Source: an optimization exercise on an open RTL-to-GDS flow (aim: small area, a short achievable clock period and few clock cycles per item). Production flows keep margins and buffers that such runs may drop.
Where RTL was checked, it was by simulation tests only, not by an equivalence proof against the original.
Function not checked in run 3: the RTL went through the layout flow alone.
Power and IR drop assume default switching activity.

**flow/run.sh**
```bash
#!/bin/bash
# synth_recipe.tcl (not shown) runs the flow's synth.tcl, then flattens the netlist and writes it again
# the make line also repeats each setting of config.mk as NAME=value (left out here)
make -C /OpenROAD-flow-scripts/flow DESIGN_CONFIG=/design/flow/config.mk WORK_HOME=/design/flow/orfs CLKGATE_MAP_FILE= SYNTH_SCRIPT=/design/flow/synth_recipe.tcl finish
```
**flow/config.mk**
```make
export PLATFORM = sky130hd
export DESIGN_NAME = modular_exponentiation_core
export DESIGN_NICKNAME = modular_exponentiation_core
export VERILOG_FILES = /design/flow/design.v
export SDC_FILE = /design/flow/constraint.sdc
export NUM_CORES = 4
export LEC_CHECK = 0
export ABC_AREA = 1
export CAP_MARGIN = 20
export CORE_MARGIN = 2
export CORE_UTILIZATION = 40
export SETUP_SLACK_MARGIN = 4.0
export SLEW_MARGIN = 20
```
**flow/constraint.sdc**
```tcl
create_clock -name core_clock -period 8.0 [get_ports {clk}]
set_input_delay 1.6000 -clock core_clock [delete_from_list [all_inputs] [get_ports {clk}]]
set_output_delay 1.6000 -clock core_clock [all_outputs]
set_load 0.01 [all_outputs]
```
**flow/design.v**
```verilog
package mexp_pkg;
	localparam int OPERAND_WIDTH = 32;
	localparam int FIELD_W = 32;
	localparam int RES_W = OPERAND_WIDTH + 1;
	localparam int LOW_W = 28;
	localparam int TOP_W = 7;
endpackage
module mexp_lane
(
	input logic [mexp_pkg::TOP_W-1:0] h,
	input logic e,
	input logic [mexp_pkg::LOW_W-1:0] ls,
	input logic [mexp_pkg::LOW_W-1:0] lc,
	input logic b,
	input logic [mexp_pkg::RES_W-1:0] a,
	input logic [mexp_pkg::OPERAND_WIDTH-1:0] m,
	input logic q_force,
	input logic q_add,
	output logic [mexp_pkg::TOP_W-1:0] h_next,
	output logic e_next,
	output logic [mexp_pkg::LOW_W-1:0] ls_next,
	output logic [mexp_pkg::LOW_W-1:0] lc_next
);
	localparam int L = mexp_pkg::LOW_W;
	localparam int HW = mexp_pkg::TOP_W;
	localparam int RW = mexp_pkg::RES_W;
	localparam int N = mexp_pkg::OPERAND_WIDTH;
	logic [HW-1:0] bah, te;
	logic [HW-2:0] te_hi;
	logic [L-1:0] bal;
	logic pos, neg, p2, n2, mag1, mag2;
	always_comb begin
		bah = b ? {{(HW-(RW-L)){a[RW-1]}}, a[RW-1:L]} : '0;
		bal = b ? a[L-1:0] : '0;
		te_hi = h[HW-2:0] + bah[HW-1:1] + {{(HW-2){1'b0}}, e};
		te = {te_hi, bah[0]};
	end
	always_comb begin
		pos = !te[6] && (te[5] || te[4] || te[3] || te[2]);
		p2 = !te[6] && (te[5] || te[4] || (!m[30] && te[3] && te[2]));
		neg = te[6] && !(te[5] && te[4] && te[3] && te[2]);
		n2 = te[6] && !(te[5] && (te[4] || (m[30] && te[3])));
		if (q_force) begin
			pos = 1'b0;
			mag1 = q_add;
			mag2 = 1'b0;
		end else begin
			mag1 = (pos && !p2) || (neg && !n2);
			mag2 = p2 || n2;
		end
	end
	logic [L-1:0] x, y, s1, c1f, c1, qml, s2, c2f;
	logic c1_out;
	always_comb begin
		x = {ls[L-2:0], 1'b0};
		y = {lc[L-2:0], 1'b0};
		s1 = x ^ y ^ bal;
		c1f = (x & y) | (x & bal) | (y & bal);
		c1 = {c1f[L-2:0], 1'b0};
		c1_out = c1f[L-1];
		qml = mag2 ? {m[L-2:0], 1'b0} : (mag1 ? m[L-1:0] : '0);
		qml = qml ^ {L{pos}};
		s2 = s1 ^ c1 ^ qml;
		c2f = (s1 & c1) | (s1 & qml) | (c1 & qml);
		ls_next = s2;
		lc_next = {c2f[L-2:0], pos};
		e_next = c2f[L-1];
	end
	logic [1:0] sl;
	logic [HW-1:0] base, k1, k2;
	logic [HW-1:0] h0, hm1, hm2, hp1, hp2;
	always_comb begin
		sl[0] = ls[L-1] ^ lc[L-1] ^ c1_out;
		sl[1] = (ls[L-1] & lc[L-1]) | (ls[L-1] & c1_out) | (lc[L-1] & c1_out);
		base = te + {{(HW-2){1'b0}}, sl};
		k1 = {{(HW-(N-L)){1'b0}}, m[N-1:L]};
		k2 = {{(HW-(N-L+1)){1'b0}}, m[N-1:L-1]};
		h0 = base;
		hm1 = base + k1;
		hm2 = base + k2;
		hp1 = base + ~k1;
		hp2 = base + ~k2;
		h_next = (hp2 & {HW{pos && mag2}}) | (hp1 & {HW{pos && !mag2}})
			| (hm2 & {HW{!pos && mag2}}) | (hm1 & {HW{!pos && mag1}})
			| (h0 & {HW{!mag1 && !mag2}});
	end
endmodule
module modular_exponentiation_core
(
	input logic clk,
	input logic arst_n,
	input logic cfg_valid,
	output logic cfg_ready,
	input logic [mexp_pkg::FIELD_W-1:0] cfg_modulus,
	input logic req_valid,
	output logic req_ready,
	input logic [mexp_pkg::FIELD_W-1:0] req_message,
	input logic [mexp_pkg::FIELD_W-1:0] req_exponent,
	output logic rsp_valid,
	input logic rsp_ready,
	output logic [mexp_pkg::FIELD_W-1:0] rsp_power_mod
);
	localparam int N = mexp_pkg::OPERAND_WIDTH;
	localparam int RW = mexp_pkg::RES_W;
	localparam int L = mexp_pkg::LOW_W;
	localparam int HW = mexp_pkg::TOP_W;
	typedef enum logic [3:0] {
		S_IDLE,    
		S_PREP,    
		S_RED,     
		S_CRED,    
		S_SCAN,    
		S_SQR,     
		S_MUL,     
		S_CMUL,    
		S_FIX,     
		S_DBL,     
		S_CFIX,    
		S_SHR,     
		S_ONE,     
		S_ZERO,    
		S_RSP      
	} state_t;
	state_t state_q, state_d, state_n;
	logic ready_q, ready_d;
	logic rsp_valid_q, rsp_valid_d;
	logic cfg_ready_q;
	logic m_def_q;     
	logic m_norm_q;    
	logic sq_q;        
	logic fixed_q;     
	logic [N-1:0] m_q;
	logic [4:0] k_q;
	logic [RW-1:0] ac_q;
	logic [RW-1:0] x_q;
	logic [N:0] e_q;      
	logic [HW-1:0] h_q;
	logic hc_q;    
	logic [L-1:0] ls_q, lc_q;
	logic [4:0] cnt_q;
	logic b_q;
	logic step_b;
	logic q_force;
	logic [HW-1:0] h_step;
	logic e_step;
	logic [L-1:0] ls_step, lc_step;
	logic [RW-1:0] v;
	logic cin;
	logic init;
	logic init_neg;
	mexp_lane u_lane (
		.h (h_q),
		.e (hc_q),
		.ls (ls_q),
		.lc (lc_q),
		.b (step_b),
		.a (ac_q),
		.m (m_q),
		.q_force (q_force),
		.q_add (ac_q[RW-1]),
		.h_next (h_step),
		.e_next (e_step),
		.ls_next (ls_step),
		.lc_next (lc_step)
	);
	assign v = {h_q[RW-L-1:0], ls_q} + {{(RW-L-1){1'b0}}, hc_q, lc_q} + {{(RW-1){1'b0}}, cin};
	logic e_top, e_rest_zero, e_last;
	assign e_top = e_q[N];
	assign e_rest_zero = e_q[N-1:0] == '0;
	assign e_last = e_q[N-1] && (e_q[N-2:0] == '0);
	logic m_zero;
	assign m_zero = m_q == '0;
	logic [4:0] cnt_dec;
	assign cnt_dec = cnt_q - 5'd1;
	logic bit_next;
	logic [N-1:0] ac_lo, x_lo;
	assign ac_lo = ac_q[N-1:0];
	assign x_lo = x_q[N-1:0];
	assign bit_next = sq_q ? ac_lo[cnt_dec] : x_lo[cnt_dec];
	logic step_q, qf_q;
	assign init = !step_q;
	assign step_b = b_q;
	assign q_force = qf_q;
	assign cin = state_q == S_ONE;
	always_comb begin
		state_d = state_q;
		ready_d = 1'b0;
		rsp_valid_d = rsp_valid_q && !rsp_ready;
		case (state_q)
			S_IDLE: ;
			S_PREP: begin
				if (m_norm_q && !m_def_q) begin
					if (m_zero || k_q == 5'd31) begin
						state_d = S_ZERO;
					end else begin
						state_d = S_RED;
					end
				end
			end
			S_RED: state_d = S_CRED;
			S_CRED: begin
				if (!e_top) begin
					state_d = S_SCAN;
				end else if (e_rest_zero) begin
					state_d = S_ONE;
				end else if (e_last) begin
					state_d = S_FIX;
				end else begin
					state_d = S_SQR;
				end
			end
			S_SCAN: begin
				if (e_top) begin
					state_d = S_RED;
				end
			end
			S_SQR, S_MUL: begin
				if (cnt_q == 5'd0) begin
					state_d = S_CMUL;
				end
			end
			S_CMUL: begin
				if (sq_q && e_top) begin
					state_d = S_MUL;
				end else if (e_last) begin
					state_d = S_FIX;
				end else begin
					state_d = S_SQR;
				end
			end
			S_ONE: state_d = S_FIX;
			S_FIX: begin
				if (k_q != 5'd0 && !fixed_q) begin
					state_d = S_DBL;
				end else begin
					state_d = S_CFIX;
				end
			end
			S_DBL: begin
				if (cnt_q == 5'd1) begin
					state_d = S_CFIX;
				end
			end
			S_CFIX: begin
				if (k_q != 5'd0 && !fixed_q) begin
					state_d = S_FIX;
				end else if (k_q != 5'd0) begin
					state_d = S_SHR;
				end else begin
					state_d = S_RSP;
					rsp_valid_d = 1'b1;
				end
			end
			S_SHR: begin
				if (cnt_q == 5'd1) begin
					state_d = S_RSP;
					rsp_valid_d = 1'b1;
				end
			end
			S_ZERO: begin
				state_d = S_RSP;
				rsp_valid_d = 1'b1;
			end
			S_RSP: ;
			default: state_d = S_IDLE;
		endcase
		state_n = state_d;
		if (state_q == S_IDLE) begin
			if (req_valid && ready_q) begin
				state_d = S_PREP;
			end else begin
				ready_d = 1'b1;
			end
		end
		if (state_q == S_RSP && rsp_ready) begin
			state_d = S_IDLE;
			ready_d = 1'b1;
		end
	end
	always_comb begin
		init_neg = 1'b0;
		if (state_q == S_CMUL || state_q == S_CRED) begin
			if (state_n == S_SQR) begin
				init_neg = v[RW-1];
			end else if (state_n == S_MUL) begin
				init_neg = x_q[RW-1];
			end
		end
	end
	always_ff @(posedge clk or negedge arst_n) begin
		if (!arst_n) begin
			state_q <= S_IDLE;
			ready_q <= 1'b0;
			rsp_valid_q <= 1'b0;
			cfg_ready_q <= 1'b0;
			m_def_q <= 1'b1;
			m_norm_q <= 1'b0;
		end else begin
			state_q <= state_d;
			ready_q <= ready_d;
			rsp_valid_q <= rsp_valid_d;
			cfg_ready_q <= cfg_valid && !cfg_ready_q && state_q == S_IDLE;
			if (cfg_ready_q) begin
				m_def_q <= 1'b0;
				m_norm_q <= 1'b0;
			end else if (state_q == S_PREP) begin
				if (m_def_q) begin
					m_def_q <= 1'b0;
					m_norm_q <= 1'b1;
				end else if (m_q[N-1] || m_zero) begin
					m_norm_q <= 1'b1;
				end
			end
		end
	end
	always_ff @(posedge clk) begin
		if (cfg_ready_q) begin
			m_q <= cfg_modulus;
			k_q <= '0;
		end else if (state_q == S_PREP && m_def_q) begin
			m_q <= 32'h8000_0000;
			k_q <= 5'd30;
		end else if (state_q == S_PREP && !m_norm_q && !m_q[N-1] && !m_zero) begin
			m_q <= m_q << 1;
			k_q <= k_q + 5'd1;
		end
		if (state_q == S_IDLE) begin
			ac_q <= {1'b0, req_message};
		end else if (state_q == S_CRED || state_q == S_CMUL || state_q == S_CFIX || state_q == S_ONE) begin
			ac_q <= v;
		end
		if (state_q == S_CRED || state_q == S_ZERO || (state_q == S_CFIX && (fixed_q || k_q == 5'd0))) begin
			x_q <= v;
		end else if (state_q == S_SHR) begin
			x_q <= x_q >> 1;
		end
		if (state_q == S_IDLE) begin
			e_q <= {req_exponent, 1'b1};
		end else if ((state_q == S_SCAN || state_q == S_PREP || state_q == S_RED) && !e_top) begin
			e_q <= e_q << 1;
		end else if (state_q == S_CRED && e_top && !e_rest_zero) begin
			e_q <= e_q << 1;
		end else if (state_q == S_CMUL && !(sq_q && e_top)) begin
			e_q <= e_q << 1;
		end
		if (init) begin
			h_q <= init_neg ? ~{{(HW-(RW-L)){v[RW-1]}}, v[RW-1:L]} : '0;
			hc_q <= 1'b0;
			ls_q <= init_neg ? ~v[L-1:0] : '0;
			lc_q <= {{(L-1){1'b0}}, init_neg};
		end else begin
			h_q <= h_step;
			hc_q <= e_step;
			ls_q <= ls_step;
			lc_q <= lc_step;
		end
		if (state_q == S_SQR || state_q == S_MUL || state_q == S_DBL || state_q == S_SHR) begin
			cnt_q <= cnt_dec;
		end else if (state_q == S_FIX || state_q == S_CFIX) begin
			cnt_q <= k_q;
		end else begin
			cnt_q <= 5'd31;
		end
		step_q <= state_n == S_RED || state_n == S_SQR || state_n == S_MUL || state_n == S_FIX || state_n == S_DBL;
		qf_q <= state_n == S_FIX;
		if (state_n == S_RED || state_n == S_FIX) begin
			b_q <= 1'b1;
		end else if (state_q == S_SQR || state_q == S_MUL) begin
			b_q <= bit_next;
		end else if (state_n == S_SQR) begin
			b_q <= v[N-1];
		end else if (state_n == S_MUL) begin
			b_q <= x_q[N-1];
		end else begin
			b_q <= 1'b0;
		end
		if (state_q == S_CRED || state_q == S_CMUL) begin
			sq_q <= state_n == S_SQR;
		end
		if (state_q == S_IDLE) begin
			fixed_q <= 1'b0;
		end else if (state_q == S_CFIX) begin
			fixed_q <= 1'b1;
		end
	end
	assign cfg_ready = cfg_ready_q;
	assign req_ready = ready_q;
	assign rsp_valid = rsp_valid_q;
	assign rsp_power_mod = x_q[N-1:0];
endmodule
```
==> results of run 1 <==
## layout make-up
type                            instances  share of cell area, %
Multi-Input combinational cell       1415                   45.4
Sequential cell                       218                   31.1
Timing Repair Buffer                  163                   8.93
Inverter                              307                   6.26
Clock buffer                           34                   3.94
Tap cell                              518                   3.52
Clock inverter                         15                  0.904
## routing by layer
metal	up-vias	track usage, %	share of wire [%]
met2	340	36.5	46
met5	-	0	0
met1	6222	29.2	44
li1	6639	-	-
met4	0	11.5	5.5
met3	99	3.04	4.4
## power by group
part / switching [mW] / internal (mW) / total [mW]
Clock: 0.508 / 0.739 / 1.25
Combinational: 3.56 / 1.89 / 5.45
Sequential: 0.328 / 1.93 / 2.25
## metrics by stage
| step | cell area [um2] | util, % | hold slack (ns) |
|---|---|---|---|
| after global placement | 17100 | 44.4 | 0.458 |
| after detailed placement | 17100 | 44.4 | 0.461 |
| after global routing | 18400 | 47.9 | 0.508 |
| after CTS | 18100 | 46.9 | 0.472 |
| after floorplan | 15500 | - | 0.439 |
| final | 18400 | 47.9 | 0.469 |
## layout by cell type, fill, tap and decap left out, drive strengths merged, types with 4 or more instances in the layout
cell type | netlist | final
o211ai | 8 | 8
nand3b | 6 | 6
a21oi | 59 | 59
o22ai | 6 | 6
fa | 63 | 63
buf | 53 | 25
o21bai | 7 | 7
clkinvlp | 0 | 4
ha | 62 | 62
clkbuf | 47 | 37
nor2 | 174 | 174
inv | 307 | 307
clkinv | 0 | 8
dfrtp | 8 | 8
o21ai | 190 | 190
a21o | 6 | 6
xor2 | 58 | 58
xnor2 | 17 | 17
o221ai | 9 | 9
nand2 | 598 | 599
nand3 | 102 | 102
a22oi | 5 | 5
clkdlybuf4s50 | 0 | 135
edfxtp | 130 | 130
dfxtp | 79 | 79
nand4 | 15 | 15
nor3 | 16 | 16
## cells in the mapped netlist (all sizes together)
cell    number
clkbuf      47
inv        307
a211oi       3
xor2        58
dfstp        1
dfxtp       79
buf         53
nor4         3
a21oi       59
edfxtp     130
nand3      102
nor3        16
fa          63
nand4       15
o311ai       1
a21boi       2
or2          2
dfrtp        8
o21bai       7
a31oi        2
a22oi        5
nand3b       6
a21o         6
nand2      598
nor2       174
xnor2       17
o21ai      190
o211ai       8
o22ai        6
o221ai       9
ha          62
## worst min path at each step
stage,to,start,slack [ns],depth (start not counted)
2_1_floorplan,e_q[0],e_q[0],0.44,2
3_3_place_gp,e_q[0],e_q[0],0.46,2
3_5_place_dp,e_q[0],e_q[0],0.46,2
4_1_cts,e_q[0],e_q[0],0.47,2
5_1_grt,e_q[0],e_q[0],0.51,2
6_report,e_q[0],e_q[0],0.47,2
## state kept, by name (all words and copies together), names as in the netlist, 4 cells and up
signal and count:
ac_q 33, e_q 33, k_q 5, h_q 6, cnt_q 5, lc_q 28, state_q 4, m_q 32
x_q 33, ls_q 28
## what timing repair did
item / in CTS / in global routing
buffers inserted: 3 / 8
gates cloned: 0 / 4
pin swaps: 1 / 6
endpoints found under the hold margin: 0 / 0
endpoints found under the setup margin: 66 / 65
resized for setup: 13 / 56
## logic make-up after synthesis
family                   after synthesis  synth area share [%]
AND/OR/NAND/NOR                      916                  24.1
adder cells (fa/ha/maj)              125                  13.1
XOR/XNOR                              75                  4.38
AO/OA/AOI/OAI                        298                  10.6
buffers and inverters                407                  11.0
flip-flops                           218                  36.8
## worst max-delay path, stage by stage (launching register included)
cell	delay (ns)
edfxtp_1	0.45
nand2_1	0.10
inv_1	0.05
fa_1	0.42
inv_1	0.10
fa_2	0.26
nand3b_1	0.12
nand2_1	0.11
xor2_2	0.17
nand2_1	0.07
nand2_1	0.05
nand2_1	0.14
nand2_2	0.16
clkbuf_16	0.25
o21ai_1	0.34
nand2_1	0.11
xor2_1	0.21
fa_1	0.44
nand2_1	0.08
nand2_1	0.06
==> flow_metrics.tcl, run 1 <==
set metrics [dict create \
    fin_cells 2670 \
    synth_area_leaders "edfxtp_1 (25%), nand2_1 (14%), dfxtp_1 (10%)" \
    fmax_mhz 264 \
    hold_path.class "flip-flop to flip-flop" \
    synth.net_count 2265 \
    seq_area_frac_synth_pct 36.8 \
    dieArea_mm2 0.0404 \
    ys.warnings.count 2 \
    clkLatencyLatePin_ns 0.55 \
    routabilityCongestion 0.900 \
    total_power_mw 8.95 \
    grt_max_degree 101 \
    dieWidth_um 201 \
    design.core.area_mm2 0.0385 \
    register_area_mm2 0.00572 \
    drc 0 \
    cts_tree "built" \
    synthCells 2039 \
    final_nets 2358 \
    crit_path_start_kind "flip-flop" \
    r2r_slack_ns 4.21 \
    antenna_left 0 \
    vias_per_cell 4.98 \
    reg2reg_from "ac_q[29]" \
    r2r-end "ls_q[3]" \
    hold_buffers 0 \
    status "timing/DRC/antenna clean" \
    root_buffer "clkbuf_16" \
    critPathRequiredTime_ns 8.45 \
    power_leakage_nw 8.45 \
    cts_buffer_depth 3 \
    gr-total-overflow 0 \
    port_buffers 135 \
    drive_gt1_share_pct 7.20 \
    grt_pass1_wl_mm 71.6 \
    drv_slew 0 \
    setup_ws_ns 4.21 \
    grt_use_total_pct 22.4 \
    syn2layout_area_growth_pct 18.6 \
    start_util_pct 40.3 \
    arrival_ns 4.24 \
    yosysTopAreaCellShare_pct 25.2 \
    multi_input_area_mm2 0.00835 \
    irDropWorstVdd_uv 243 \
    cts.clk_slew.worst_paths_ns 0.07 \
    crit_type "flip-flop to flip-flop" \
    vias 13300 \
    finClkSkew_ns 0.0114 \
    powerDensity_mw_per_mm2 486 \
    syn_area_mm2 0.0155 \
    numCtsBuffers 27 \
    rows 72 \
    cts_sinks 218 \
    routed_wirelength_mm 45.9 \
    setup_viol 0 \
    antenna_found_initial 0 \
    worstMarginPinSlew_ns 0.993 \
    cp_max_fo 34 \
    wire_per_inst_um 17.2 \
    io_pins 136 \
    grt_pass1_vias 13200 \
    die_h_um 201 \
    critPathLaunch "ac_q[29]" \
    cp-end-kind "flip-flop" \
    fill_cells 3844 \
    hold_viol_final 0 \
    first_iter_violations 946 \
    min_period_over_period_pct 47.4 \
    setup-tns-final_ns 0 \
    first_pass_iters 6 \
    ys_ff_latch 218 \
    place_ws_ns 3.48 \
    period_minus_slack_ns 3.79 \
    insertedDiodeCount 0 \
    crit_end "ls_q[3]" \
    synth_cell_types 46 \
    synth_top_area_cell "edfxtp_1" \
    dpl.cell_count 2606 \
    timing.max_cap.violations 0 \
    dp_hpwl_mm 34.9 \
    htree_num_levels 1 \
    maxSlewHeadroom_pct 33.8 \
    avgSynthCellArea_um2 7.61 \
    rsz0062_at_grt "true" \
    r2r_cells 19 \
]
Testbench counts, summed over its fixed seeds: cycles 288,092, items 192.
==> inputs of run 2 (changes only) <==
--- a/flow/config.mk
+++ b/flow/config.mk
@@ -7,3 +7,2 @@
 export LEC_CHECK = 0
-export ABC_AREA = 1
 export CAP_MARGIN = 20
==> flow_metrics.tcl, run 2 <==
set metrics [dict create \
    grt_pass1_vias 11400 \
    start_util_pct 40.7 \
    insertedDiodeCount 0 \
    critPathRequiredTime_ns 8.41 \
    hold_viol_final 0 \
    first_iter_violations 874 \
    yosys-mux-area-fraction_pct 4.87 \
    dpl.cell_count 2094 \
    grt_max_degree 74 \
    rows 70 \
    cp_max_fo 11 \
    root_buffer "clkbuf_16" \
    cts_buffer_depth 3 \
    cpPeakStageDelay_ns 0.51 \
    fmax_mhz 261 \
    vias 11600 \
    timing.max_cap.violations 0 \
    fin_hold_ws_ns 0.469 \
    cp_slowest_cell "fa_2" \
    final_nets 1896 \
    worstMarginPinSlew_ns 0.972 \
    finClkSkew_ns 0.0277 \
    drive_gt1_share_pct 11.4 \
    die_h_um 197 \
    synth_edf_count 130 \
    crit_type "flip-flop to flip-flop" \
    reg_top3 "ac_q: 33 flops, e_q: 33 flops, x_q: 33 flops" \
    status "timing/DRC/antenna clean" \
    grt_use_total_pct 21.2 \
    power_leakage_nw 7.29 \
    powerDensity_mw_per_mm2 482 \
    arrival_ns 4.25 \
    mostFrequentLayoutCell "nand2_1" \
    period_minus_slack_ns 3.83 \
    rsz0062_at_grt "false" \
    ys_ff_latch 218 \
    final_cell_mix "nand2_1 (319), inv_1 (147), clkdlybuf4s50_1 (135)" \
    synthArstFlopShare_pct 4.13 \
    setup-tns-final_ns 0 \
    avgSynthCellArea_um2 9.45 \
    syn2layout_area_growth_pct 19.8 \
    dp_hpwl_mm 29.9 \
    synth_most_common_cell "nand2_1" \
    dieArea_mm2 0.0388 \
    cts_sinks 218 \
    crit_path_start_kind "flip-flop" \
    synthCells 1575 \
    fin_cells 2158 \
    vias_per_cell 5.35 \
    synth.net_count 1801 \
    htree_num_levels 1 \
    cts.clk_slew.worst_paths_ns 0.06 \
    cp-end-kind "flip-flop" \
    antenna_left 0 \
    design.core.area_mm2 0.0366 \
    syn_area_mm2 0.0149 \
    yosysTopAreaCellShare_pct 26.2 \
    drv_slew 0 \
    drc 0 \
    port_buffers 135 \
    path_common_cell "nor2_1" \
    seq_area_frac_synth_pct 38.4 \
    first_pass_iters 5 \
    synthXorXnorAreaFrac_pct 5.06 \
    synth_top_family_by_area "simple AND/OR/NAND/NOR gates" \
    gr-total-overflow 0 \
    cts_tree "built" \
    ys.warnings.count 2 \
    total_power_mw 8.59 \
    irDropWorstVdd_uv 226 \
    routabilityCongestion 0.945 \
    grt_pass1_wl_mm 64.7 \
    synth-simple-area-share_pct 16.0 \
    synth_adder_area_share_pct 13.7 \
    crit_path_cell_trace "buf_12, and2_1, fa_1, inv_1, fa_1, inv_2, ha_4, fa_2, buf_6, ha_1, a21oi_1, nor2_1, nor2_1, nor2_1, o41ai_1, xor2_1, o211ai_1" \
    ys.flop_type "edfxtp_1" \
    routed_wirelength_mm 41.6 \
    maxSlewHeadroom_pct 34.4 \
    synth_top_area_cell "edfxtp_1" \
    antenna_found_initial 0 \
    io_pins 136 \
    numCtsBuffers 26 \
    synth_common_cells "nand2_1 (320), inv_1 (148), edfxtp_1 (130)" \
    synth_compound_area_share_pct 14.7 \
    synth_area_leaders "edfxtp_1 (26%), dfxtp_1 (11%), fa_1 (8.5%)" \
    final_core_util_pct 48.7 \
    min_period_over_period_pct 47.9 \
    clkLatencyLatePin_ns 0.55 \
    wire_per_inst_um 19.3 \
    synth_cell_types 82 \
    dieWidth_um 197 \
    hold_path.class "flip-flop to flip-flop" \
    setup_viol 0 \
]
run 2: cell types whose count changed in the layout (fill, tap and decap cells not counted), sizes merged, moves of 37 or more:
cell / before / now
nand2: 599 / 320
inv: 307 / 149
nor2: 174 / 57
nand3: 102 / 10
o21ai: 190 / 106
xnor2: 17 / 65
and2: 0 / 39
xor2: 58 / 21
run 2: critical path: cells and delay by family, from the launching register on:
family                     cells  cell delay [ns]
AOI/OAI and AO/OA              3             0.55
and+or+nand+nor                4             0.44
xor gates and xnor gates       1             0.18
DFF                            1             0.36
adders and majority gates      5             1.70
buffers and inverters          4             0.46
run 2: what timing repair did:
action	CTS	global route
setup buffers	3	10
gates cloned	0	2
pin swaps	2	15
endpoints found under the setup margin	82	58
hold buffers	0	0
resized for setup	15	49
run 2: path summary, 6_finish.rpt:
path,start,endpoint,slack (ns),depth (start not counted)
max in group asynchronous,arst_n,state_q[3],6.29,1
min in group asynchronous,arst_n,rsp_valid_q,1.35,1
worst min register to register,e_q[0],e_q[0],0.47,2
worst max register to register,b_q,h_q[5],4.17,17
worst max-delay path,b_q,h_q[5],4.17,17
worst min-delay path,e_q[0],e_q[0],0.47,2
run 2: layout make-up:
type                       count  area, um2
clock inverter                 6       47.5
clock buffer                  42        812
timing repair buffer         170       1750
inverter                     148        556
sequential                   218       5720
fill                        3450      18800
tap                          468        586
multi-input combinational   1106       8370
run 2: stage by stage:
step	setup slack [ns]	cell area [um2]
6_report	4.17	17800
3_3_place_gp	3.27	16500
2_1_floorplan	4.17	14900
3_5_place_dp	3.18	16500
4_1_cts	3.98	17400
5_1_grt	3.92	17800
run 2: cell families after synthesis:
group / Yosys count
AND/OR/NAND/NOR: 524
AO/OA/AOI/OAI: 327
buffers and inverters: 251
flip-flops: 218
adder cells (fa/ha/maj): 125
XOR/XNOR: 86
multiplexers: 44
run 2: metal layers:
metal	GRT usage, %	wire length [um]	up-vias	share of wire (%)
li1	-	-	5570	-
met1	31.4	19300	5543	46
met2	32.4	18300	377	44
met3	2.94	2790	62	6.7
met4	5.99	1220	0	2.9
met5	0	0	-	0
run 2: report_power, final:
part	total [mW]	internal (mW)	switching, mW
registers	2.16	1.84	0.326
logic	5.25	2.26	2.99
clock network	1.18	0.694	0.483
==> inputs of run 3 (changes only) <==
--- a/flow/design.v
+++ b/flow/design.v
@@ -147,3 +147,2 @@
 	logic [RW-1:0] v;
-	logic cin;
 	logic init;
@@ -165,3 +164,24 @@
 	);
-	assign v = {h_q[RW-L-1:0], ls_q} + {{(RW-L-1){1'b0}}, hc_q, lc_q} + {{(RW-1){1'b0}}, cin};
+	function automatic logic [RW-1:0] add_bk(input logic [RW-1:0] x1, input logic [RW-1:0] x2);
+		logic [RW-1:0] g, p, gg, pp, c;
+		g = x1 & x2;
+		p = x1 ^ x2;
+		gg = g;
+		pp = p;
+		for (int d = 1; d < RW; d = d * 2) begin
+			for (int i = 2 * d - 1; i < RW; i = i + 2 * d) begin
+				gg[i] = gg[i] | (pp[i] & gg[i-d]);
+				pp[i] = pp[i] & pp[i-d];
+			end
+		end
+		for (int d = 16; d >= 1; d = d / 2) begin
+			for (int i = 3 * d - 1; i < RW; i = i + 2 * d) begin
+				gg[i] = gg[i] | (pp[i] & gg[i-d]);
+				pp[i] = pp[i] & pp[i-d];
+			end
+		end
+		c = {gg[RW-2:0], 1'b0};
+		add_bk = p ^ c;
+	endfunction
+	assign v = add_bk({h_q[RW-L-1:0], ls_q}, {{(RW-L-1){1'b0}}, hc_q, lc_q});
 	logic e_top, e_rest_zero, e_last;
@@ -183,3 +203,2 @@
 	assign q_force = qf_q;
-	assign cin = state_q == S_ONE;
 	always_comb begin
@@ -349,3 +368,3 @@
 			ls_q <= init_neg ? ~v[L-1:0] : '0;
-			lc_q <= {{(L-1){1'b0}}, init_neg};
+			lc_q <= {{(L-1){1'b0}}, init_neg || state_n == S_ONE};
 		end else begin
--- a/flow/config.mk
+++ b/flow/config.mk
@@ -10,3 +10,4 @@
 export CORE_UTILIZATION = 40
-export SETUP_SLACK_MARGIN = 4.0
+export PLACE_DENSITY = 0.75
+export SETUP_SLACK_MARGIN = 4.2
 export SLEW_MARGIN = 20
==> flow_metrics.tcl, run 3 <==
set metrics [dict create \
    cts.clk_slew.worst_paths_ns 0.06 \
    dieArea_mm2 0.0389 \
    final_nets 1898 \
    avgSynthCellArea_um2 9.67 \
    final_cell_mix "nand2_1 (292), inv_1 (137), clkdlybuf4s50_1 (135)" \
    crit_path_start_kind "flip-flop" \
    worstMarginPinSlew_ns 0.777 \
    drc 0 \
    reg_top3 "ac_q: 33 flops, e_q: 33 flops, x_q: 33 flops" \
    fin_cells 2145 \
    synth_cell_types 84 \
    drv_slew 0 \
    mostFrequentLayoutCell "nand2_1" \
    busiest_layer "met2" \
    synth_most_common_cell "nand2_1" \
    antenna_left 0 \
    crit_end "ls_q[10]" \
    rsz0062_at_grt "true" \
    status "timing/DRC/antenna clean" \
    crit_type "flip-flop to flip-flop" \
    wire_per_inst_um 20.2 \
    cts_buffer_depth 3 \
    root_buffer "clkbuf_16" \
    port_buffers 135 \
    synth_area_leaders "edfxtp_1 (26%), dfxtp_1 (11%), fa_1 (10%)" \
    irDropWorstVdd_uv 225 \
    hold_buffers 0 \
    crit_path_cell_trace "buf_12, and2_4, fa_2, inv_2, fa_2, nand2b_4, a21o_1, a32oi_2, a21oi_2, buf_4, buf_4, o21ai_4, nor2b_4, buf_12, a22oi_1, xnor2_1, fa_1, nand2_1, o21ai_2" \
    design.core.area_mm2 0.0367 \
    cp_slowest_cell "fa_1" \
    grtUsageMet1_pct 26.7 \
    cts_tree "built" \
    arrival_ns 4.48 \
    synthCells 1544 \
    fmax_mhz 248 \
    powerDensity_mw_per_mm2 498 \
    hold_viol_final 0 \
    timing.max_cap.violations 0 \
    grt_use_total_pct 21.4 \
    min_period_over_period_pct 50.4 \
    cts_sinks 218 \
    first_iter_violations 1084 \
    critPathRequiredTime_ns 8.45 \
    synth.net_count 1784 \
    dpl.cell_count 2055 \
    cpPeakStageDelay_ns 0.58 \
    ys.warnings.count 2 \
    syn2layout_area_growth_pct 22.6 \
    cp-end-kind "flip-flop" \
    start_util_pct 40.7 \
    final_cell_area_mm2 0.0183 \
    maxSlewHeadroom_pct 48.2 \
    critical_path.top_delay_family "adder cells" \
    synth_top_area_cell "edfxtp_1" \
    vias_per_cell 5.64 \
    drive_gt1_share_pct 16.8 \
    dp_hpwl_mm 29.1 \
    grt_pass1_wl_mm 65.8 \
    crit_cells 19 \
    hold_path.class "flip-flop to flip-flop" \
    setup-tns-final_ns 0 \
    seq_area_frac_synth_pct 38.2 \
    groute.layer.met3.usage_pct 3.74 \
    place_area_mm2 0.0165 \
    r2r_cells 19 \
    rows 70 \
    setup_viol 0 \
    cp_max_fo 18 \
    routed_wirelength_mm 43.2 \
    die_h_um 197 \
    dieWidth_um 197 \
    yosysTopAreaCellShare_pct 26.1 \
    insertedDiodeCount 0 \
    power_leakage_nw 7.68 \
    antenna_found_initial 0 \
    grt_pass1_vias 12100 \
    clkLatencyLatePin_ns 0.55 \
    reg2reg_from "b_q" \
    synth_common_cells "nand2_1 (293), inv_1 (141), edfxtp_1 (130)" \
    period_minus_slack_ns 4.03 \
    routabilityCongestion 0.944 \
    crit_buf_inv 5 \
    first_pass_iters 6 \
    r2r_slack_ns 3.97 \
    grt_use_met2_pct 35.9 \
    grt_max_degree 73 \
    io_pins 136 \
    ys_ff_latch 218 \
    r2r-end "ls_q[10]" \
    synth_edf_count 130 \
    numCtsBuffers 25 \
    finClkSkew_ns 0.0396 \
    syn_area_mm2 0.0149 \
    synthArstFlopShare_pct 4.13 \
    ys.flop_type "edfxtp_1" \
    gr-total-overflow 0 \
    critPathLaunch "b_q" \
    total_power_mw 9.12 \
    vias 12100 \
    htree_num_levels 1 \
]
[run 3: cell types whose count changed after synthesis, sizes merged, moves of 8 or more]
cell,delta
a21oi,-21
a22o,-13
fa,+13
mux2,+19
nand2,-27
nor2,+47
o21ai,-21
o21bai,-8
xnor2,-20
[run 3: report_power, final]
| group | switching [mW] | internal, mW |
|---|---|---|
| sequential | 0.487 | 1.89 |
| combinational | 3.16 | 2.48 |
| clock | 0.478 | 0.616 |
| total | 4.13 | 4.99 |
[run 3: routing by layer]
layer	vias to the layer above	routed length, um
met3	120	3570
met1	5917	16600
met2	596	20600
met5	-	0
li1	5465	-
met4	0	2480
[run 3: how the worst min path moves through the flow]
stage	startpoint	to	slack, ns	cells past startpoint
floorplan	e_q[0]	e_q[0]	0.46	2
CTS	e_q[0]	e_q[0]	0.50	2
finish	e_q[0]	e_q[0]	0.49	2
global route	e_q[0]	e_q[0]	0.54	2
global placement	e_q[0]	e_q[0]	0.48	2
detailed placement	e_q[0]	e_q[0]	0.49	2
[run 3: cell type report]
class                      count  area [um2]
clock inverter                 7        52.6
clock buffer                  39         712
multi-input combinational   1078        8700
sequential                   218        5720
fill                        3165       18400
inverter                     143         537
timing repair buffer         192        2000
tap                          468         586
[run 3: cells by family after synthesis]
| group | share of synthesized area [%] |
|---|---|
| AND/OR/NAND/NOR | 16.0 |
| AO/OA/AOI/OAI | 12.1 |
| adder cells (fa/ha/maj) | 15.5 |
| multiplexers | 6.42 |
| XOR/XNOR | 4.32 |
| buffers and inverters | 7.44 |
| flip-flops | 38.2 |
[run 3: through the flow]
| stage | util, % | setup WS [ns] | hold slack, ns |
|---|---|---|---|
| floorplan | - | 4.18 | 0.460 |
| global placement | 44.9 | 3.42 | 0.483 |
| detailed placement | 45.0 | 3.14 | 0.485 |
| CTS | 48.9 | 4.14 | 0.495 |
| global route | 49.9 | 3.87 | 0.538 |
| finish | 49.9 | 3.97 | 0.493 |
[run 3: tightest hold or removal path: stages, from the launching register on]
cell     delay (ns)
dfxtp_1        0.31
inv_1          0.06
o21ai_0        0.07
[run 3: what timing repair did]
item,4_1_cts,5_1_grt
buffers inserted,25,12
gates resized for setup,72,46
endpoints found under the setup margin,68,70
pin swaps,32,34
gates cloned,4,2
==> inputs of run 4 (changes only) <==
--- a/flow/design.v
+++ b/flow/design.v
@@ -14,2 +14,3 @@
 	input logic b,
+	input logic [mexp_pkg::TOP_W-1:0] bah,
 	input logic [mexp_pkg::RES_W-1:0] a,
@@ -25,10 +26,9 @@
 	localparam int HW = mexp_pkg::TOP_W;
-	localparam int RW = mexp_pkg::RES_W;
 	localparam int N = mexp_pkg::OPERAND_WIDTH;
-	logic [HW-1:0] bah, te;
+	logic [HW-1:0] te;
 	logic [HW-2:0] te_hi;
 	logic [L-1:0] bal;
-	logic pos, neg, p2, n2, mag1, mag2;
+	logic pos, neg, p2, n2;
+	logic sp1, sp2, sm1, sm2;
 	always_comb begin
-		bah = b ? {{(HW-(RW-L)){a[RW-1]}}, a[RW-1:L]} : '0;
 		bal = b ? a[L-1:0] : '0;
@@ -42,10 +42,6 @@
 		n2 = te[6] && !(te[5] && (te[4] || (m[30] && te[3])));
-		if (q_force) begin
-			pos = 1'b0;
-			mag1 = q_add;
-			mag2 = 1'b0;
-		end else begin
-			mag1 = (pos && !p2) || (neg && !n2);
-			mag2 = p2 || n2;
-		end
+		sp2 = !q_force && p2;
+		sp1 = !q_force && pos && !p2;
+		sm2 = !q_force && n2;
+		sm1 = q_force ? q_add : (neg && !n2);
 	end
@@ -60,4 +56,4 @@
 		c1_out = c1f[L-1];
-		qml = mag2 ? {m[L-2:0], 1'b0} : (mag1 ? m[L-1:0] : '0);
-		qml = qml ^ {L{pos}};
+		qml = (~m[L-1:0] & {L{sp1}}) | (~{m[L-2:0], 1'b0} & {L{sp2}})
+			| (m[L-1:0] & {L{sm1}}) | ({m[L-2:0], 1'b0} & {L{sm2}});
 		s2 = s1 ^ c1 ^ qml;
@@ -65,3 +61,3 @@
 		ls_next = s2;
-		lc_next = {c2f[L-2:0], pos};
+		lc_next = {c2f[L-2:0], sp1 || sp2};
 		e_next = c2f[L-1];
@@ -82,5 +78,4 @@
 		hp2 = base + ~k2;
-		h_next = (hp2 & {HW{pos && mag2}}) | (hp1 & {HW{pos && !mag2}})
-			| (hm2 & {HW{!pos && mag2}}) | (hm1 & {HW{!pos && mag1}})
-			| (h0 & {HW{!mag1 && !mag2}});
+		h_next = (hp2 & {HW{sp2}}) | (hp1 & {HW{sp1}}) | (hm2 & {HW{sm2}}) | (hm1 & {HW{sm1}})
+			| (h0 & {HW{!sp1 && !sp2 && !sm1 && !sm2}});
 	end
@@ -141,2 +136,3 @@
 	logic b_q;
+	logic [HW-1:0] bah_q;   
 	logic step_b;
@@ -155,2 +151,3 @@
 		.b (step_b),
+		.bah (bah_q),
 		.a (ac_q),
@@ -308,2 +305,22 @@
 	end
+	logic b_d;
+	logic [HW-1:0] ah_next;
+	always_comb begin
+		if (state_n == S_RED || state_n == S_FIX) begin
+			b_d = 1'b1;
+		end else if (state_q == S_SQR || state_q == S_MUL) begin
+			b_d = bit_next;
+		end else if (state_n == S_SQR) begin
+			b_d = v[N-1];
+		end else if (state_n == S_MUL) begin
+			b_d = x_q[N-1];
+		end else begin
+			b_d = 1'b0;
+		end
+		if (state_q == S_CRED || state_q == S_CMUL || state_q == S_CFIX || state_q == S_ONE) begin
+			ah_next = {{(HW-(RW-L)){v[RW-1]}}, v[RW-1:L]};
+		end else begin
+			ah_next = {{(HW-(RW-L)){ac_q[RW-1]}}, ac_q[RW-1:L]};
+		end
+	end
 	always_ff @(posedge clk or negedge arst_n) begin
@@ -384,13 +401,4 @@
 		qf_q <= state_n == S_FIX;
-		if (state_n == S_RED || state_n == S_FIX) begin
-			b_q <= 1'b1;
-		end else if (state_q == S_SQR || state_q == S_MUL) begin
-			b_q <= bit_next;
-		end else if (state_n == S_SQR) begin
-			b_q <= v[N-1];
-		end else if (state_n == S_MUL) begin
-			b_q <= x_q[N-1];
-		end else begin
-			b_q <= 1'b0;
-		end
+		b_q <= b_d;
+		bah_q <= b_d ? ah_next : '0;
 		if (state_q == S_CRED || state_q == S_CMUL) begin
--- a/flow/config.mk
+++ b/flow/config.mk
@@ -10,4 +10,3 @@
 export CORE_UTILIZATION = 40
-export PLACE_DENSITY = 0.75
-export SETUP_SLACK_MARGIN = 4.2
+export SETUP_SLACK_MARGIN = 4.0
 export SLEW_MARGIN = 20
==> flow_metrics.tcl, run 4 <==
set metrics [dict create \
    fin_hold_ws_ns 0.499 \
    setup-tns-final_ns 0 \
    rows 70 \
    synth_common_cells "nand2_1 (353), inv_1 (140), edfxtp_1 (130)" \
    total_power_mw 7.15 \
    htree_num_levels 1 \
    crit_path_cell_trace "buf_12, and2_1, fa_1, inv_1, fa_1, inv_1, ha_4, fa_2, ha_4, a21o_1, a21o_1, a221o_1, a222oi_1, o22ai_1" \
    grt_pass1_vias 11100 \
    maxSlewHeadroom_pct 30.0 \
    wire_per_inst_um 18.7 \
    fmax_mhz 255 \
    design.core.area_mm2 0.0364 \
    cts_tree "built" \
    cts_sinks 223 \
    numCtsBuffers 27 \
    min_to "e_q[0]" \
    dpl.cell_count 2082 \
    io_pins 136 \
    routabilityCongestion 0.836 \
    crit_buf_inv 3 \
    worstMarginPinSlew_ns 1.05 \
    ys_ff_latch 223 \
    synth_cell_types 73 \
    synth_top_area_cell "edfxtp_1" \
    start_util_pct 40.5 \
    setup_ws_ns 4.08 \
    finClkSkew_ns 0.0181 \
    crit_path_start_kind "flip-flop" \
    synthCells 1564 \
    grt_max_degree 73 \
    arrival_ns 4.30 \
    vias 11300 \
    final_nets 1886 \
    setup_viol 0 \
    ys.warnings.count 2 \
    cp_slowest_cell "fa_2" \
    final_cell_mix "nand2_1 (353), inv_1 (140), clkdlybuf4s50_1 (135)" \
    final_cell_area_mm2 0.0175 \
    dp_hpwl_mm 29.1 \
    hold_buffers 0 \
    r2r-end "h_q[3]" \
    synth.net_count 1804 \
    drv_slew 0 \
    fin_cells 2135 \
    period_minus_slack_ns 3.92 \
    grt_use_total_pct 20.9 \
    first_pass_iters 5 \
    synth_area_leaders "edfxtp_1 (26%), dfxtp_1 (11%), fa_1 (10%)" \
    synth_most_common_cell "nand2_1" \
    yosysTopAreaCellShare_pct 26.5 \
    insertedDiodeCount 0 \
    dieArea_mm2 0.0384 \
    status "timing/DRC/antenna clean" \
    critPathRequiredTime_ns 8.39 \
    cts.clk_slew.worst_paths_ns 0.06 \
    port_buffers 135 \
    first_iter_violations 1031 \
    min_period_over_period_pct 49.0 \
    ys.flop_type "edfxtp_1" \
    drive_gt1_share_pct 9.30 \
    cp_max_fo 6 \
    mostFrequentLayoutCell "nand2_1" \
    reg2reg_from "b_q" \
    powerDensity_mw_per_mm2 409 \
    timing.max_cap.violations 0 \
    cts_buffer_depth 3 \
    cpPeakStageDelay_ns 0.52 \
    syn_area_mm2 0.0147 \
    place_ws_ns 3.72 \
    hold_viol_final 0 \
    clkLatencyLatePin_ns 0.56 \
    die_h_um 196 \
    crit_type "flip-flop to flip-flop" \
    critical_path.top_delay_family "adder cells" \
    root_buffer "clkbuf_16" \
    syn2layout_area_growth_pct 18.4 \
    routed_wirelength_mm 39.9 \
    worstHoldStart "e_q[0]" \
    r2r_slack_ns 4.08 \
    fill_cells 3424 \
    antenna_found_initial 0 \
    hold_path.class "flip-flop to flip-flop" \
    r2r_cells 14 \
    hold_depth 2 \
    synth_edf_count 130 \
    place_area_mm2 0.0163 \
    avgSynthCellArea_um2 9.43 \
    grt_pass1_wl_mm 63.0 \
    antenna_left 0 \
    gr-total-overflow 0 \
    vias_per_cell 5.29 \
    seq_area_frac_synth_pct 39.4 \
    cp-end-kind "flip-flop" \
    rsz0062_at_grt "true" \
    drc 0 \
    dieWidth_um 196 \
    reg_top3 "ac_q: 33 flops, e_q: 33 flops, x_q: 33 flops" \
    final_core_util_pct 47.9 \
    power_leakage_nw 7.41 \
    synthArstFlopShare_pct 4.04 \
    irDropWorstVdd_uv 191 \
]
==> run 4: power by group <==
group | internal [mW] | switching (mW)
clock | 0.793 | 0.511
sequential | 1.88 | 0.411
combinational | 1.37 | 2.18
==> run 4: worst register-to-register path: stages (launching register included) <==
cell	delay (ns)
dfxtp_4	0.37
buf_12	0.13
and2_1	0.14
fa_1	0.37
inv_1	0.08
fa_1	0.41
inv_1	0.10
ha_4	0.15
fa_2	0.52
ha_4	0.26
a21o_1	0.17
a21o_1	0.20
a221o_1	0.36
a222oi_1	0.38
o22ai_1	0.13
==> run 4: cells by family (layout without fill, tap and decap cells) <==
group	Yosys count	count (layout)	share of synthesized area, %
buffers and inverters	242	345	7.17
AND/OR/NAND/NOR	584	584	17.2
XOR/XNOR	34	34	2.02
adder cells (fa/ha/maj)	139	139	15.7
flip-flops	223	223	39.4
AO/OA/AOI/OAI	280	280	12.2
multiplexers	62	62	6.30
==> run 4: how the worst max path moves through the flow <==
stage | endpoint | start | depth (start not counted)
final | h_q[3] | b_q | 14
after global routing | h_q[4] | b_q | 15
after CTS | h_q[5] | b_q | 17
after detailed placement | h_q[3] | b_q | 15
after global placement | h_q[3] | b_q | 15
after floorplan | x_q[0] | k_q[0] | 7
==> run 4: area by class of cell <==
class	instances	area [um2]	share of cell area, %
flip-flops and latches	223	5820	33.3
well taps	468	586	3.35
repair buffers	154	1530	8.77
clock buffers	34	752	4.31
multi-input cells	1099	8060	46.2
inverters	141	529	3.03
clock inverters	16	189	1.08
==> run 4: metal layers <==
| metal | track usage (%) | vias up | wire length [um] |
|---|---|---|---|
| li1 | - | 5472 | - |
| met1 | 31.0 | 5481 | 19200 |
| met2 | 32.4 | 288 | 17800 |
| met3 | 2.53 | 55 | 2080 |
| met4 | 5.39 | 0 | 902 |
| met5 | 0 | - | 0 |
==> run 4: repair_timing <==
action                     CTS  global route
setup endpoints to repair    6            24
buffers inserted             1             1
gates resized for setup      6            24
gates cloned                 0             1
pin swaps                    1             4
Testbench counts of run 4, summed over its fixed seeds: cycles 288,092, items 192.
==> inputs of run 5 (changes only) <==
--- a/flow/config.mk
+++ b/flow/config.mk
@@ -10,3 +10,3 @@
 export CORE_UTILIZATION = 40
-export SETUP_SLACK_MARGIN = 4.0
+export SETUP_SLACK_MARGIN = 3.8
 export SLEW_MARGIN = 20
==> flow_metrics.tcl, run 5 <==
set metrics [dict create \
    status "timing/DRC/antenna clean" \
    ys.flop_type "edfxtp_1" \
    p_comb_share_pct 49.4 \
    synth_top_area_cell "edfxtp_1" \
    wire_per_inst_um 18.6 \
    synth_area_leaders "edfxtp_1 (26%), dfxtp_1 (11%), fa_1 (10%)" \
    yosysTopAreaCellShare_pct 26.5 \
    power_leakage_nw 7.37 \
    design.core.area_mm2 0.0364 \
    p_clk_share_pct 18.4 \
    cts.clk_slew.worst_paths_ns 0.06 \
    io_pins 136 \
    register_area_mm2 0.00581 \
    critical_path.top_delay_family "adder cells" \
    irDropWorstVdd_uv 190 \
    cp-end-kind "flip-flop" \
    die_h_um 196 \
    final_cell_mix "nand2_1 (353), inv_1 (140), clkdlybuf4s50_1 (135)" \
    total_power_mw 7.09 \
    hold_path.class "flip-flop to flip-flop" \
    dieArea_mm2 0.0384 \
    vias_per_cell 5.31 \
    cp_max_fo 28 \
    first_pass_iters 6 \
    clkLatencyLatePin_ns 0.56 \
    fill_cells 3441 \
    rsz0062_at_grt "true" \
    multi_input_area_mm2 0.00798 \
    timing.max_cap.violations 0 \
    routabilityCongestion 0.836 \
    synth.net_count 1804 \
    seq_area_frac_synth_pct 39.4 \
    mostFrequentLayoutCell "nand2_1" \
    drv_slew 0 \
    routed_wirelength_mm 39.7 \
    crit_buf_inv 3 \
    ys_ff_latch 223 \
    reg2reg_from "b_q" \
    synthArstFlopShare_pct 4.04 \
    worstHoldStart "e_q[0]" \
    drive_gt1_share_pct 8.47 \
    final_nets 1884 \
    avgSynthCellArea_um2 9.43 \
    reg_top3 "ac_q: 33 flops, e_q: 33 flops, x_q: 33 flops" \
    port_buffers 135 \
    cts_tree "built" \
    syn_area_mm2 0.0147 \
    arrival_ns 4.41 \
    power_frac_seq_pct 32.3 \
    syn2layout_area_growth_pct 17.6 \
    cts_buffer_depth 3 \
    grt_pass1_vias 11000 \
    cpPeakStageDelay_ns 0.54 \
    antenna_found_initial 0 \
    insertedDiodeCount 0 \
    setup_viol 0 \
    ys.warnings.count 2 \
    gr-total-overflow 0 \
    finClkSkew_ns 0.0186 \
    dp_hpwl_mm 29.1 \
    power.switching_mw 3.08 \
    powerDensity_mw_per_mm2 409 \
    root_buffer "clkbuf_16" \
    drc 0 \
    cts_sinks 223 \
    dieWidth_um 196 \
    antenna_left 0 \
    period_minus_slack_ns 4.03 \
    start_util_pct 40.5 \
    min_period_over_period_pct 50.4 \
    grt_use_total_pct 20.9 \
    crit_path_start_kind "flip-flop" \
    maxSlewHeadroom_pct 30.6 \
    worstMarginPinSlew_ns 1.04 \
    hold_viol_final 0 \
    crit_path_cell_trace "buf_12, and2_1, fa_1, inv_1, fa_1, inv_1, ha_1, fa_2, ha_1, o21bai_1, a21oi_1, a221o_1, a222oi_1, o22ai_1" \
    synth_most_common_cell "nand2_1" \
    synth_cell_types 73 \
    critPathLaunch "b_q" \
    synth_edf_count 130 \
    grt_max_degree 73 \
    synth_common_cells "nand2_1 (353), inv_1 (140), edfxtp_1 (130)" \
    crit_type "flip-flop to flip-flop" \
    setup-tns-final_ns 0 \
    netSwitchingFraction_pct 43.4 \
    cp_slowest_cell "fa_2" \
    critPathRequiredTime_ns 8.38 \
    rows 70 \
    htree_num_levels 1 \
    synthCells 1564 \
    first_iter_violations 900 \
    grt_pass1_wl_mm 63.0 \
    vias 11300 \
    numCtsBuffers 27 \
    internal_power_mw 4.01 \
    fmax_mhz 248 \
]
-- run 5: cell counts after synthesis --
No cell type changed its count.
-- run 5: final cells by class --
class                           instances  area share [%]
Multi-Input combinational cell       1099            46.0
Sequential cell                       223            33.5
Timing Repair Buffer                  152            8.60
Clock buffer                           34            4.34
Tap cell                              468            3.38
Inverter                              141            3.05
Clock inverter                         16            1.09
-- run 5: worst reg2reg max path, stage by stage (launching register included) --
cell and delay [ns]:
dfxtp_1 0.33, buf_12 0.17, and2_1 0.16, fa_1 0.37, inv_1 0.07, fa_1 0.41, inv_1 0.07, ha_1 0.17
fa_2 0.54, ha_1 0.33, o21bai_1 0.19, a21oi_1 0.14, a221o_1 0.36, a222oi_1 0.40, o22ai_1 0.13
-- run 5: timing repair --
item                                   4_1_cts  5_1_grt
setup endpoints to repair                    2        5
hold buffers                                 0        0
buffers inserted                             0        1
pin swaps                                    0        2
gates resized for setup                      2        9
endpoints found under the hold margin        0        0
-- run 5: power groups by stage --
stage | Clock [mW] | Combinational (mW) | Sequential (mW)
floorplan | 0 | 2.53 | 2.13
global placement | 0 | 3.41 | 2.30
global route | 1.37 | 3.94 | 2.36
detailed placement | 0 | 3.46 | 2.30
CTS | 1.33 | 3.49 | 2.29
finish | 1.30 | 3.50 | 2.29
-- run 5: routing by layer --
layer	routed length (um)	vias to the layer above	share of wire, %	global-route usage [%]
li1	-	5474	-	-
met1	18800	5473	47	31.0
met2	17700	328	44	32.4
met3	2290	58	5.8	2.53
met4	932	0	2.3	5.39
met5	0	-	0	0
-- run 5: logic make-up (layout without fill, tap and decap cells) --
kind of cell | count (synthesis) | count (layout) | share of synthesized area (%)
AOI/OAI and AO/OA | 280 | 280 | 12.2
buffers and inverters | 242 | 343 | 7.17
DFF | 223 | 223 | 39.4
and+or+nand+nor | 584 | 584 | 17.2
muxes | 62 | 62 | 6.30
adders and majority gates | 139 | 139 | 15.7
xor gates and xnor gates | 34 | 34 | 2.02
-- run 5: per-stage QoR --
step | setup slack [ns] | instances | hold slack (ns) | utilization (%) | area, um2
2_1_floorplan | 4.08 | 1564 | 0.460 | - | 14700
3_3_place_gp | 3.77 | 2082 | 0.489 | 44.8 | 16300
3_5_place_dp | 3.72 | 2082 | 0.490 | 44.8 | 16300
4_1_cts | 3.81 | 2132 | 0.503 | 47.4 | 17300
5_1_grt | 3.80 | 2133 | 0.540 | 47.6 | 17300
6_report | 3.97 | 2133 | 0.499 | 47.6 | 17300
-- run 5: worst paths after layout --
path / depth (start not counted) / to / slack, ns
hold / removal: 2 / e_q[0] / 0.50
max in group asynchronous: 1 / m_def_q / 6.31
hold reg to reg: 2 / e_q[0] / 0.50
setup reg to reg: 14 / h_q[3] / 3.97
min in group asynchronous: 1 / state_q[2] / 1.35
setup / recovery: 14 / h_q[3] / 3.97
==> inputs of run 6 (changes only) <==
--- a/flow/config.mk
+++ b/flow/config.mk
@@ -10,3 +10,3 @@
 export CORE_UTILIZATION = 40
-export SETUP_SLACK_MARGIN = 3.8
+export SETUP_SLACK_MARGIN = 4.4
 export SLEW_MARGIN = 20
==> flow_metrics.tcl, run 6 <==
set metrics [dict create \
    hold_viol_final 0 \
    fill_cells 3375 \
    routabilityCongestion 0.869 \
    cp-end-kind "flip-flop" \
    root_buffer "clkbuf_16" \
    dieWidth_um 196 \
    crit_buf_inv 3 \
    cpPeakStageDelay_ns 0.68 \
    clkLatencyLatePin_ns 0.55 \
    first_pass_iters 5 \
    port_buffers 135 \
    crit_path_cell_trace "buf_12, and2_4, fa_2, inv_2, fa_1, inv_2, ha_4, fa_2, ha_4, a21o_1, a21o_1, a221o_1, a222oi_1, o22ai_1" \
    min_period_over_period_pct 47.7 \
    vias 11600 \
    insertedDiodeCount 0 \
    hold_path.class "flip-flop to flip-flop" \
    cts_sinks 223 \
    grt_pass1_wl_mm 65.0 \
    avgSynthCellArea_um2 9.43 \
    synth_most_common_cell "nand2_1" \
    synth_common_cells "nand2_1 (353), inv_1 (140), edfxtp_1 (130)" \
    antenna_left 0 \
    crit_type "flip-flop to flip-flop" \
    maxUsedRoutingLayer "met4" \
    first_iter_violations 983 \
    final_core_util_pct 49.4 \
    syn_area_mm2 0.0147 \
    synth_edf_count 130 \
    register_area_mm2 0.00582 \
    fmax_mhz 262 \
    ys.flop_type "edfxtp_1" \
    grt_pass1_vias 11300 \
    yosysTopAreaCellShare_pct 26.5 \
    met1_length_mm 19.5 \
    synth.net_count 1804 \
    critical_path.top_delay_family "adder cells" \
    period_minus_slack_ns 3.82 \
    arrival_ns 4.22 \
    gr-total-overflow 0 \
    synthCells 1564 \
    multi_input_area_mm2 0.00838 \
    grt_max_degree 74 \
    htree_num_levels 1 \
    maxSlewHeadroom_pct 30.6 \
    ys.warnings.count 2 \
    start_util_pct 40.5 \
    mostFrequentLayoutCell "nand2_1" \
    wl_met3_mm 2.78 \
    vias_per_cell 5.35 \
    fin_hold_ws_ns 0.510 \
    finClkSkew_ns 0.0159 \
    synth_area_leaders "edfxtp_1 (26%), dfxtp_1 (11%), fa_1 (10%)" \
    critPathRequiredTime_ns 8.40 \
    irDropWorstVdd_uv 225 \
    grt_use_total_pct 21.5 \
    final_nets 1911 \
    syn2layout_area_growth_pct 22.0 \
    die_h_um 196 \
    rsz0062_at_grt "true" \
    synthArstFlopShare_pct 4.04 \
    ys_ff_latch 223 \
    cts_buffer_depth 3 \
    setup_viol 0 \
    cp_max_fo 6 \
    cts.clk_slew.worst_paths_ns 0.06 \
    routed_wirelength_mm 42.8 \
    hold_buffers 0 \
    wire_per_inst_um 19.8 \
    setup-tns-final_ns 0 \
    drc 0 \
    status "timing/DRC/antenna clean" \
    worstMarginPinSlew_ns 1.04 \
    power_leakage_nw 7.58 \
    final_cell_area_mm2 0.0180 \
    synth_cell_types 73 \
    rows 70 \
    cp_slowest_cell "fa_2" \
    timing.max_cap.violations 0 \
    design.core.area_mm2 0.0364 \
    seq_area_frac_synth_pct 39.4 \
    place_area_mm2 0.0164 \
    synth_top_area_cell "edfxtp_1" \
    dp_hpwl_mm 30.0 \
    cts_tree "built" \
    final_cell_mix "nand2_1 (352), inv_1 (136), clkdlybuf4s50_1 (135)" \
    crit_path_start_kind "flip-flop" \
    reg_top3 "ac_q: 33 flops, e_q: 33 flops, x_q: 33 flops" \
    drv_slew 0 \
    drive_gt1_share_pct 13.4 \
    wl_met2_mm 19.3 \
    powerDensity_mw_per_mm2 411 \
    io_pins 136 \
    numCtsBuffers 26 \
    antenna_found_initial 0 \
    dieArea_mm2 0.0384 \
]
## run 6: cell counts after synthesis
No cell type changed its count.
## run 6: tightest hold or removal path, cell delays in order (launching register included)
cell and delay (ns):
dfrtp_1 0.34, nand2b_1 0.05, nand3_1 0.08
## run 6: layout make-up
class | instances | area share [%]
multi-input cells | 1101 | 46.6
clock inverters | 6 | 0.466
inverters | 141 | 2.94
clock buffers | 42 | 4.47
flip-flops and latches | 223 | 32.4
repair buffers | 178 | 9.89
well taps | 468 | 3.25
## run 6: kinds of logic (layout without fill, tap and decap cells)
group                      after synthesis  in the layout  share of synthesized area [%]
muxes                                   62             62                           6.30
and+or+nand+nor                        584            585                           17.2
adders and majority gates              139            139                           15.7
buffers and inverters                  242            367                           7.17
xor gates and xnor gates                34             34                           2.02
AOI/OAI and AO/OA                      280            281                           12.2
DFF                                    223            223                           39.4
## run 6: path summary, 6_finish.rpt
check                             from  slack (ns)     endpoint  depth (start not counted)
min in group asynchronous       arst_n        1.38  rsp_valid_q                          1
setup reg to reg                   b_q        4.18       h_q[3]                         14
hold reg to reg            rsp_valid_q        0.51  rsp_valid_q                          2
max in group asynchronous       arst_n        6.27  cfg_ready_q                          1
setup / recovery                   b_q        4.18       h_q[3]                         14
hold / removal             rsp_valid_q        0.51  rsp_valid_q                          2
## run 6: through the flow
stage / instances / setup slack, ns / power (mW)
after CTS: 2136 / 4.14 / 7.10
after detailed placement: 2082 / 3.81 / 5.75
after global routing: 2159 / 4.09 / 7.97
after global placement: 2082 / 3.75 / 5.70
after floorplan: 1564 / 4.42 / 4.67
final: 2159 / 4.18 / 7.40
## run 6: what timing repair did
action | 4_1_cts | 5_1_grt
gates resized for setup | 27 | 82
endpoints found under the setup margin | 61 | 69
cloned | 1 | 4
pin swaps | 17 | 48
buffers inserted | 5 | 19
## run 6: metal layers
layer	GRT usage (%)	vias to the layer above
met5	0	-
met4	5.61	0
met3	3.54	73
met2	33.8	377
met1	31.0	5559
li1	-	5541
## run 6: where the power goes
part / switching, mW / total [mW] / internal (mW)
Clock: 0.493 / 1.24 / 0.749
Sequential: 0.431 / 2.31 / 1.88
Combinational: 2.30 / 3.85 / 1.55
==> inputs of run 7 (changes only) <==
--- a/flow/config.mk
+++ b/flow/config.mk
@@ -10,3 +10,3 @@
 export CORE_UTILIZATION = 40
-export SETUP_SLACK_MARGIN = 4.4
+export SETUP_SLACK_MARGIN = 4.6
 export SLEW_MARGIN = 20
==> flow_metrics.tcl, run 7 <==
set metrics [dict create \
    routabilityCongestion 0.855 \
    cts_buffer_depth 3 \
    drv_slew 0 \
    insertedDiodeCount 0 \
    final_nets 1930 \
    first_pass_iters 5 \
    cp-end-kind "flip-flop" \
    irDropWorstVdd_uv 178 \
    root_buffer "clkbuf_16" \
    rsz0062_at_grt "true" \
    yosysTopAreaCellShare_pct 26.5 \
    fin_cells 2178 \
    period_minus_slack_ns 3.68 \
    total_power_mw 7.57 \
    synth.net_count 1804 \
    dpl.cell_count 2080 \
    avgSynthCellArea_um2 9.43 \
    vias 11800 \
    synth_top_area_cell "edfxtp_1" \
    numCtsBuffers 27 \
    setup_viol 0 \
    ys_ff_latch 223 \
    setup-tns-final_ns 0 \
    mostFrequentLayoutCell "nand2_1" \
    fmax_mhz 272 \
    grt_pass1_wl_mm 65.4 \
    seq_area_frac_synth_pct 39.4 \
    grt_pass1_vias 11700 \
    ys.flop_type "edfxtp_1" \
    powerDensity_mw_per_mm2 410 \
    synth_edf_count 130 \
    cp_max_fo 6 \
    gr-total-overflow 0 \
    drc 0 \
    antenna_found_initial 0 \
    final_cell_mix "nand2_1 (352), inv_1 (138), clkdlybuf4s50_1 (135)" \
    grt_use_total_pct 21.7 \
    hold_path.class "flip-flop to flip-flop" \
    maxSlewHeadroom_pct 47.3 \
    synth_common_cells "nand2_1 (353), inv_1 (140), edfxtp_1 (130)" \
    vias_per_cell 5.40 \
    cts.clk_slew.worst_paths_ns 0.07 \
    cts_sinks 223 \
    path_common_cell "fa_2" \
    synthCells 1564 \
    io_pins 136 \
    power_leakage_nw 7.75 \
    cp_slowest_cell "fa_2" \
    dp_hpwl_mm 29.4 \
    wire_per_inst_um 19.6 \
    start_util_pct 40.5 \
    status "timing/DRC/antenna clean" \
    finClkSkew_ns 0.0185 \
    synthArstFlopShare_pct 4.04 \
    multi_input_area_mm2 0.00863 \
    hold_viol_final 0 \
    arrival_ns 4.11 \
    synth_most_common_cell "nand2_1" \
    clkLatencyLatePin_ns 0.54 \
    drive_gt1_share_pct 15.6 \
    grt_max_degree 73 \
    synth_area_leaders "edfxtp_1 (26%), dfxtp_1 (11%), fa_1 (10%)" \
    design.core.area_mm2 0.0364 \
    rows 70 \
    cpPeakStageDelay_ns 0.52 \
    crit_type "flip-flop to flip-flop" \
    final_core_util_pct 50.7 \
    reg_top3 "ac_q: 33 flops, e_q: 33 flops, x_q: 33 flops" \
    worstMarginPinSlew_ns 0.790 \
    crit_path_cell_trace "and2_4, fa_2, inv_2, fa_1, inv_1, ha_2, fa_2, buf_4, fa_2, a21o_1, a21o_1, a221o_1, nand3_1, nand3_1" \
    first_iter_violations 1027 \
    crit_path_start_kind "flip-flop" \
    syn_area_mm2 0.0147 \
    cts_tree "built" \
    synth_cell_types 73 \
    syn2layout_area_growth_pct 25.2 \
    critPathRequiredTime_ns 8.43 \
    antenna_left 0 \
    htree_num_levels 1 \
    min_period_over_period_pct 46.0 \
    hold_buffers 0 \
    routed_wirelength_mm 42.7 \
    timing.max_cap.violations 0 \
    dieWidth_um 196 \
    port_buffers 135 \
    die_h_um 196 \
    register_area_mm2 0.00584 \
    ys.warnings.count 2 \
    fill_cells 3347 \
    dieArea_mm2 0.0384 \
]
-- run 7: cell count changes in the layout (fill, tap and decap cells not counted), sizes merged --
cell,previous run,this run
bufbuf,1,0
clkinv,3,6
nand2,354,353
bufinv,2,5
clkinvlp,0,2
buf,40,55
inv,142,141
a32o,1,5
clkbuf,44,39
-- run 7: what timing repair did --
action | CTS | global route
pin swaps | 46 | 51
setup endpoints to repair | 89 | 88
gates cloned | 8 | 3
buffers inserted | 23 | 15
resized for setup | 72 | 67
-- run 7: layout make-up --
class / count / share of cell area, %
Clock buffer: 36 / 4.07
Clock inverter: 13 / 1.08
Inverter: 141 / 2.88
Multi-Input combinational cell: 1104 / 46.8
Sequential cell: 223 / 31.6
Tap cell: 468 / 3.17
Timing Repair Buffer: 193 / 10.4
-- run 7: where the power goes --
| part | leakage, nW | internal [mW] | total, mW | switching (mW) |
|---|---|---|---|---|
| clock | 0.461 | 0.819 | 1.31 | 0.496 |
| combinational | 5.25 | 1.58 | 3.94 | 2.36 |
| sequential | 2.04 | 1.89 | 2.32 | 0.433 |
| total | 7.75 | 4.28 | 7.57 | 3.29 |
-- run 7: logic make-up after synthesis --
group	share of synthesized area, %
multiplexers	6.30
flip-flops	39.4
XOR/XNOR	2.02
adder cells (fa/ha/maj)	15.7
AND/OR/NAND/NOR	17.2
buffers and inverters	7.17
AO/OA/AOI/OAI	12.2
-- run 7: critical path: cells and delay by family (launching register included) --
kind            cells  cell delay (ns)
simple gates        3             0.34
flops               1             0.43
fa+ha+maj           5             1.77
compound gates      3             0.72
buf+inv             3             0.32
-- run 7: through the flow --
stage                     worst slack [ns]  hold slack [ns]  cell area (um2)
after global routing                  4.18            0.530            18500
after floorplan                       4.51            0.460            14800
final                                 4.32            0.496            18500
after global placement                3.39            0.488            16400
after detailed placement              3.28            0.488            16400
after CTS                             4.31            0.500            17900
-- run 7: per-layer routing --
layer	track usage [%]	wire, um	vias up
met2	35.5	19600	383
met5	0	0	-
li1	-	-	5583
met3	2.27	2040	99
met1	30.4	19600	5699
met4	7.18	1450	0
-- run 7: path summary, 6_finish.rpt --
kind / start / end / slack [ns] / cells after the start
max: ac_q[27] / h_q[4] / 4.32 / 14
min: e_q[0] / e_q[0] / 0.50 / 2
max reg2reg: ac_q[27] / h_q[4] / 4.32 / 14
min reg2reg: e_q[0] / e_q[0] / 0.50 / 2
max in group asynchronous: arst_n / state_q[3] / 6.27 / 1
min in group asynchronous: arst_n / cfg_ready_q / 1.38 / 1

## afterwards: timing with drivers on the ports
How much do the figures lean on ideal ports? The routed layouts below were timed once more, with nothing changed but the port constraints. Step 1, drivers: a clkbuf_16 drives clk and a buf_2 each remaining input, both assumed. Step 2 moves the port delays by t, midway between the first and last clock arrival at a register: inputs arrive t later, outputs are due t later. That takes back most of the time a late clock gives input paths. Three values: no drivers, after step 1, after step 2; two values: the first two.
| run | t, ns | setup slack, ns | hold WS [ns] |
|---|---|---|---|
| run 1 | 0.603 | 4.211 / 4.211 / 4.211 | 0.469 / 0.469 / 0.469 |
| run 2 | 0.593 | 4.165 / 4.165 / 4.165 | 0.469 / 0.469 / 0.469 |
| run 3 | 0.580 | 3.968 / 3.968 / 3.968 | 0.493 / 0.493 / 0.493 |
| run 4 | 0.605 | 4.084 / 4.084 / 4.084 | 0.499 / 0.499 / 0.499 |
| run 5 | 0.605 | 3.972 / 3.972 / 3.972 | 0.499 / 0.499 / 0.499 |
| run 6 | 0.588 | 4.182 / 4.182 / 4.182 | 0.510 / 0.510 / 0.510 |
| run 7 | 0.584 | 4.319 / 4.319 / 4.319 | 0.496 / 0.496 / 0.496 |
After both steps setup and hold are still met in every run listed.
